Background: an optimization exercise with open tools, aiming at small area, a short achievable clock period and few clock cycles per item. Do not read the settings as production practice.
Function was checked by simulation only, so behaviour that the tests miss may differ from the original.
Power figures rest on the tool's default switching activity, not on a simulated workload.

// ep_filter_stream
module ep_filter_stream #(
  parameter int unsigned PIX_W = 8,
  parameter int unsigned WIN   = 3,
  parameter int unsigned WGT_W = 4
) (
  input  logic                     clk,
  input  logic                     rst_n,
  input  logic                     in_valid,
  output logic                     in_ready,
  input  logic [WIN*WIN*PIX_W-1:0] in_win,
  input  logic                     in_sof,
  input  logic                     in_eol,
  input  logic [3:0]               thr_shift,
  input  logic                     bypass,
  output logic                     out_valid,
  input  logic                     out_ready,
  output logic [PIX_W-1:0]         out_pix,
  output logic                     out_sof,
  output logic                     out_eol
);
For scale: about 480 flip-flops, ~95 I/O pins, about 30000 um2 of cells after synthesis.
Settings: LEC_CHECK=0, ABC_AREA=1, CAP_MARGIN=20, CORE_MARGIN=2, CORE_UTILIZATION=40, CTS_BUF_LIST=sky130_fd_sc_hd__clkbuf_8, CTS_CLUSTER_DIAMETER=50, CTS_CLUSTER_SIZE=16, SETUP_SLACK_MARGIN=2.1, SLEW_MARGIN=20, SYNTH_HIERARCHICAL=1; clock period 5.0 ns.
standard.sh (not shown) runs the stock make flow with config.mk's settings and CLKGATE_MAP_FILE= SYNTH_SCRIPT=/design/flow/synth_recipe.tcl, a recipe that flattens the netlist after the stock synthesis.
==> flow/flow/run.sh <==
#!/bin/bash
# The standard layout (the standard.sh, unchanged), except that the port buffers that
# global placement inserts on every input and output are sky130_fd_sc_hd__buf_2 cells rather
# than the resizer's default pick; timing repair still resizes them where it needs to.
# The ORFS tools write their logs under orfs/logs/; make's own output goes to standard.log.
set -euo pipefail
bash standard.sh BUFFER_PORTS_ARGS="-buffer_cell sky130_fd_sc_hd__buf_2" finish > standard.log 2>&1
The baseline ran to the end with no violations.
Testbench counts at the start, summed over its fixed seeds: cycles 16,064, items 16,000.
Next try:
==> flow/flow/run.sh (replaced) <==
#!/bin/bash
# The standard layout (the standard.sh, unchanged), except that:
#  - the port buffers that global placement inserts on every input and output are
#    sky130_fd_sc_hd__buf_2 cells rather than the resizer's default pick (timing repair still
#    resizes them where it needs to);
#  - clock tree synthesis gets the same arguments as in the standard flow (from config.mk's
#    CTS settings) plus -dont_use_dummy_load.
# The ORFS tools write their logs under orfs/logs/; make's own output goes to standard.log.
set -euo pipefail
CTS="-sink_clustering_enable -repair_clock_nets -sink_clustering_size 16 -sink_clustering_max_diameter 50 -buf_list sky130_fd_sc_hd__clkbuf_8 -dont_use_dummy_load"
bash standard.sh BUFFER_PORTS_ARGS="-buffer_cell sky130_fd_sc_hd__buf_2" CTS_ARGS="$CTS" finish > standard.log 2>&1
Clock-buffer cell count does not change.
Die area stays the same.
Non-clock buffer count stays the same.
Global-route usage barely changes.
Final area decreases slightly.
Via count decreases slightly.
Worst hold slack got worse by 0.033 ns.
Final cell count decreases slightly.
Core utilization decreases by 0.42 points.
Register-to-register slack got worse by 0.04 ns.
Synthesized area is unchanged.

Setup of run A:
ep_filter_stream, a different RTL version from the one above (not shown whole).
Size: about 2,800 cells after synthesis, roughly 540 flip-flops, about 95 I/O pins, about 32,000 sq um of cells after synthesis.
==> flow/design.v (excerpt) <==
module ep_filter_stream #(
  parameter int unsigned PIX_W = 8,
  parameter int unsigned WIN   = 3,
  parameter int unsigned WGT_W = 4
) (
  input  logic                     clk,
  input  logic                     rst_n,
  input  logic                     in_valid,
  output logic                     in_ready,
  input  logic [WIN*WIN*PIX_W-1:0] in_win,
  input  logic                     in_sof,
  input  logic                     in_eol,
  input  logic [3:0]               thr_shift,
  input  logic                     bypass,
  output logic                     out_valid,
  input  logic                     out_ready,
  output logic [PIX_W-1:0]         out_pix,
  output logic                     out_sof,
  output logic                     out_eol
);
Settings: LEC_CHECK=0, CAP_MARGIN=20, CORE_MARGIN=2, CORE_UTILIZATION=40, CTS_BUF_LIST=sky130_fd_sc_hd__clkbuf_8, CTS_CLUSTER_DIAMETER=60, CTS_CLUSTER_SIZE=18, SETUP_SLACK_MARGIN=1.8, SLEW_MARGIN=20, SYNTH_HIERARCHICAL=1; clock period 5.0 ns.
run.sh (not shown) runs the stock make flow with config.mk's settings and CLKGATE_MAP_FILE= SYNTH_SCRIPT=/design/flow/synth_recipe.tcl, a recipe that flattens the netlist after the stock synthesis.
Stock flow here: none of the scripts above is used.
The final layout from run A, which completed every stage, passed the timing, DRC and antenna checks at the end of the flow.
Testbench counts of run A, summed over its fixed seeds: cycles 16,064, items 16,000.
#### Input delta (run B over run A)
--- a/flow/config.mk
+++ b/flow/config.mk
@@ -6,11 +6,12 @@
 export NUM_CORES = 4
 export LEC_CHECK = 0
+export ABC_AREA = 1
 export CAP_MARGIN = 20
 export CORE_MARGIN = 2
 export CORE_UTILIZATION = 40
 export CTS_BUF_LIST = sky130_fd_sc_hd__clkbuf_8
-export CTS_CLUSTER_DIAMETER = 60
-export CTS_CLUSTER_SIZE = 18
-export SETUP_SLACK_MARGIN = 1.8
+export CTS_CLUSTER_DIAMETER = 50
+export CTS_CLUSTER_SIZE = 16
+export SETUP_SLACK_MARGIN = 2.0
 export SLEW_MARGIN = 20
 export SYNTH_HIERARCHICAL = 1
- Of the two values seen for top layer reached by signal wires, met5 was produced by run B and met4 by run A.
- Delta (run B minus run A): multi-input combinational cell count went up by 366; global-route wire length before repair went down by about 0.8%; achievable clock frequency went up by about 6%; combinational fraction of design power went down by 0.7 points; final instance count without filler cells went up by 737.
- The worst setup path endpoint comes out out_pix[0] in one run and w1_s1[0] in the other, namely in run B and run A respectively.
diff inputs: run B => run C
--- a/flow/config.mk
+++ b/flow/config.mk
@@ -10,8 +10,5 @@
 export CORE_MARGIN = 2
 export CORE_UTILIZATION = 40
-export CTS_BUF_LIST = sky130_fd_sc_hd__clkbuf_8
-export CTS_CLUSTER_DIAMETER = 50
-export CTS_CLUSTER_SIZE = 16
-export SETUP_SLACK_MARGIN = 2.0
+export SETUP_SLACK_MARGIN = 1.8
 export SLEW_MARGIN = 20
 export SYNTH_HIERARCHICAL = 1
Findings:
Between run C and run B, the wire length of the first global-routing pass figures differ only marginally. The lower number of antenna repair diodes of run B and run C is in run C. In run C, combinational share of power is lower than in run B. Run B → run C: routed wire length dropped 0.88%, part of the power in the clock network climbed 5.3 points.
#### Input delta (run D over run C)
--- a/flow/config.mk
+++ b/flow/config.mk
@@ -10,4 +10,7 @@
 export CORE_MARGIN = 2
 export CORE_UTILIZATION = 40
+export CTS_BUF_LIST = sky130_fd_sc_hd__clkbuf_8
+export CTS_CLUSTER_DIAMETER = 50
+export CTS_CLUSTER_SIZE = 16
 export SETUP_SLACK_MARGIN = 1.8
 export SLEW_MARGIN = 20
Relative to run C, the proportion of layout cells with a drive suffix above 1 of run D is lower by 0.43 points. Non-clock buffer count: run D < run C. Sort run C and run D by sequential share of layout area desc -> top: run D. As of run D, clock buffer instance count of the final layout had fallen by more than 10% compared to run C. [compare] base=run C new=run D: register-to-register slack moved up, antenna diode instance count moved up. As far as via count is concerned, run C and run D perform about the same.

Setup of v20:
Another version of the RTL of ep_filter_stream (not shown whole).
Size in the first run: roughly 3,000 cells after synthesis, about 480 flip-flops, roughly 30,000 sq um of cells after synthesis.
// ep_filter_stream
module ep_filter_stream #(
  parameter int unsigned PIX_W = 8,
  parameter int unsigned WIN   = 3,
  parameter int unsigned WGT_W = 4
) (
  input  logic                     clk,
  input  logic                     rst_n,
  input  logic                     in_valid,
  output logic                     in_ready,
  input  logic [WIN*WIN*PIX_W-1:0] in_win,
  input  logic                     in_sof,
  input  logic                     in_eol,
  input  logic [3:0]               thr_shift,
  input  logic                     bypass,
  output logic                     out_valid,
  input  logic                     out_ready,
  output logic [PIX_W-1:0]         out_pix,
  output logic                     out_sof,
  output logic                     out_eol
);
clock: 5.0 ns
lec_check: 0
abc_area: 1
cap_margin: 20
core_margin: 2
core_utilization: 40
cts_buf_list: sky130_fd_sc_hd__clkbuf_8
cts_cluster_diameter: 50
cts_cluster_size: 16
setup_slack_margin: 2.1
slew_margin: 20
synth_hierarchical: 1
standard.sh (not shown) runs the stock make flow with config.mk's settings and CLKGATE_MAP_FILE= SYNTH_SCRIPT=/design/flow/synth_recipe.tcl, a recipe that flattens the netlist after the stock synthesis.
==> flow/flow/run.sh <==
#!/bin/bash
# The standard layout (the standard.sh and synthesis script, unchanged), except that:
#  - the port buffers that global placement inserts on every input and output are
#    sky130_fd_sc_hd__buf_2 cells rather than the resizer's default pick (timing repair still
#    resizes them where it needs to);
#  - synthesis maps adders with Yosys's default (Brent-Kung) carry-lookahead instead of ORFS's
#    Kogge-Stone extra map: SYNTH_OPERATIONS_ARGS replaces that extra map with -noshare, which
#    the standard flow's synthesis script passes to every synth call anyway.
# The ORFS tools write their logs under orfs/logs/; make's own output goes to standard.log.
set -euo pipefail
bash standard.sh BUFFER_PORTS_ARGS="-buffer_cell sky130_fd_sc_hd__buf_2" SYNTH_OPERATIONS_ARGS="-noshare" finish > standard.log 2>&1
Testbench counts of v20, summed over its fixed seeds: cycles 16,064, items 16,000.
Inputs modified between v20 and v36:
# v20
export LEC_CHECK = 0
export ABC_AREA = 1
export CAP_MARGIN = 20
export CORE_MARGIN = 2
export CORE_UTILIZATION = 40
export CTS_BUF_LIST = sky130_fd_sc_hd__clkbuf_8
export CTS_CLUSTER_DIAMETER = 50
export CTS_CLUSTER_SIZE = 16
export SETUP_SLACK_MARGIN = 2.1
export SLEW_MARGIN = 20
export SYNTH_HIERARCHICAL = 1
create_clock -name core_clock -period 5.0 [get_ports {clk}]
# v36
export LEC_CHECK = 0
export ABC_AREA = 1
export CAP_MARGIN = 20
export CORE_MARGIN = 2
export CORE_UTILIZATION = 40
export CTS_BUF_LIST = sky130_fd_sc_hd__clkbuf_4
export CTS_CLUSTER_DIAMETER = 35
export CTS_CLUSTER_SIZE = 10
export SETUP_SLACK_MARGIN = 2.1
export SLEW_MARGIN = 20
export SYNTH_HIERARCHICAL = 1
create_clock -name core_clock -period 5.0 [get_ports {clk}]
==> flow/flow/run.sh <==
#!/bin/bash
# The standard layout (the standard.sh, unchanged), except that the port buffers that
# global placement inserts on every input and output are sky130_fd_sc_hd__buf_2 cells rather
# than the resizer's default pick; timing repair still resizes them where it needs to.
# The ORFS tools write their logs under orfs/logs/; make's own output goes to standard.log.
set -euo pipefail
bash standard.sh BUFFER_PORTS_ARGS="-buffer_cell sky130_fd_sc_hd__buf_2" finish > standard.log 2>&1
Results
Final-layout clock buffer total (v36 over v20): increase, 46. The setup slack of v36 is larger than that of v20. dfxtp_2 as the critical-path cell with the highest stage delay was reported by v20, and fa_1 by v36. Layout buffering overhead excluding clock cells delta for v36 relative to v20: 0.71 points lower.
Inputs modified between v36 and v38:
# v36
export LEC_CHECK = 0
export ABC_AREA = 1
export CAP_MARGIN = 20
export CORE_MARGIN = 2
export CORE_UTILIZATION = 40
export CTS_BUF_LIST = sky130_fd_sc_hd__clkbuf_4
export CTS_CLUSTER_DIAMETER = 35
export CTS_CLUSTER_SIZE = 10
export SETUP_SLACK_MARGIN = 2.1
export SLEW_MARGIN = 20
export SYNTH_HIERARCHICAL = 1
create_clock -name core_clock -period 5.0 [get_ports {clk}]
# v38
export LEC_CHECK = 0
export ABC_AREA = 1
export CAP_MARGIN = 20
export CORE_MARGIN = 2
export CORE_UTILIZATION = 40
export CTS_BUF_LIST = sky130_fd_sc_hd__clkbuf_8
export CTS_CLUSTER_DIAMETER = 50
export CTS_CLUSTER_SIZE = 16
export SETUP_SLACK_MARGIN = 2.1
export SLEW_MARGIN = 20
export SYNTH_HIERARCHICAL = 1
create_clock -name core_clock -period 5.0 [get_ports {clk}]
[summary]
- Compare v38 and v36 | clock power lower: v38
- When v38 is set beside v36, its data arrival time of the critical path turns out to be 0.17 ns smaller.
- v38 vs. v36: worst setup slack decreased 0.051 ns, summed area of non-filler cells in the final layout level.
- Comparing v36 with v38, the global-route total usage across every layer came out essentially unchanged.
- The area growth from synthesis to layout in v38 sits 0.31 points below the value recorded for v36.
- Against v36, v38 comes in 0.22 points higher on non-clock buffer area fraction after layout.
- Looking at v38 and v36, the total routed wirelength is a wash.
Edits applied to the flow inputs when going from v38 to v37:
# v38
export LEC_CHECK = 0
export ABC_AREA = 1
export CAP_MARGIN = 20
export CORE_MARGIN = 2
export CORE_UTILIZATION = 40
export CTS_BUF_LIST = sky130_fd_sc_hd__clkbuf_8
export CTS_CLUSTER_DIAMETER = 50
export CTS_CLUSTER_SIZE = 16
export SETUP_SLACK_MARGIN = 2.1
export SLEW_MARGIN = 20
export SYNTH_HIERARCHICAL = 1
create_clock -name core_clock -period 5.0 [get_ports {clk}]
# v37
export LEC_CHECK = 0
export ABC_AREA = 1
export CAP_MARGIN = 20
export CORE_MARGIN = 2
export CORE_UTILIZATION = 40
export CTS_BUF_LIST = sky130_fd_sc_hd__clkbuf_8
export CTS_CLUSTER_DIAMETER = 50
export CTS_CLUSTER_SIZE = 16
export SETUP_SLACK_MARGIN = 2.1
export SLEW_MARGIN = 20
export SYNTH_HIERARCHICAL = 1
export TNS_END_PERCENT = 20
create_clock -name core_clock -period 5.0 [get_ports {clk}]
## What came out
v37 finished every stage and its layout cleared the timing, DRC and antenna checks.
Looking at global-route usage, v37 sits 0.34 points above v38.
~same cell area reported after detailed placement in v37 and v38
Diff v38 -> v37 | buffer count from post-CTS setup fixing | increase of 1
Compared with v38, the detailed router inserted more vias in v37.
v37 has post-route cell area above what v38 had.
Compared with v38, v37 degrades setup slack after layout.
[compare] base=v38 new=v37: proportion of cell area occupied by multi-input gates flat, utilization after layout up 0.59 points.
On met2 capacity usage during global routing: between v37 and v38, it ends up higher for v37.

separate check: timing with driven ports:
Ports are ideal in the flow. The routed layouts listed here were re-timed in OpenROAD. Step 1 assumes that a clkbuf_16 drives the clock port and a buf_2 every other input. Step 2 moves the port delays by t, midway between the first and last clock arrival at a register: inputs arrive t later, outputs are due t later. That takes back most of the time a late clock gives input paths. Three values: ideal, step 1, step 2; two values: the first two.
| run | t, ns | setup WS [ns] | worst setup path after step 2 | slew at the worst register clock pin (ns) |
|---|---|---|---|---|
| the first run of note 1 | 0.722 | 2.098 / 2.039 / 1.317 | input to register | 0.10 / 0.10 |
| the second run of note 1 | 0.694 | 2.054 / 2.006 / 1.313 | input to register | 0.10 / 0.10 |
| run A | 0.735 | 1.747 / 1.752 / 1.017 | input to register | 0.12 / 0.12 |
| run B | 0.750 | 1.927 / 1.868 / 1.397 | input to register | 0.10 / 0.10 |
| run C | 0.678 | 1.840 / 1.778 / 1.258 | input to register | 0.07 / 0.07 |
| run D | 0.760 | 1.880 / 1.880 / 1.229 | input to register | 0.10 / 0.10 |
| v20 | 0.720 | 2.065 / 2.056 / 1.335 | input to register | 0.11 / 0.11 |
| v36 | 0.915 | 2.149 / 2.126 / 1.211 | input to register | 0.11 / 0.11 |
| v38 | 0.722 | 2.098 / 2.039 / 1.317 | input to register | 0.10 / 0.10 |
| v37 | 0.746 | 2.076 / 2.043 / 1.297 | input to register | 0.10 / 0.10 |
After both steps every run listed still meets setup and hold. For v36, which loses most, drivers alone change the setup slack by -0.023 ns; drivers and shift together by -0.938 ns.
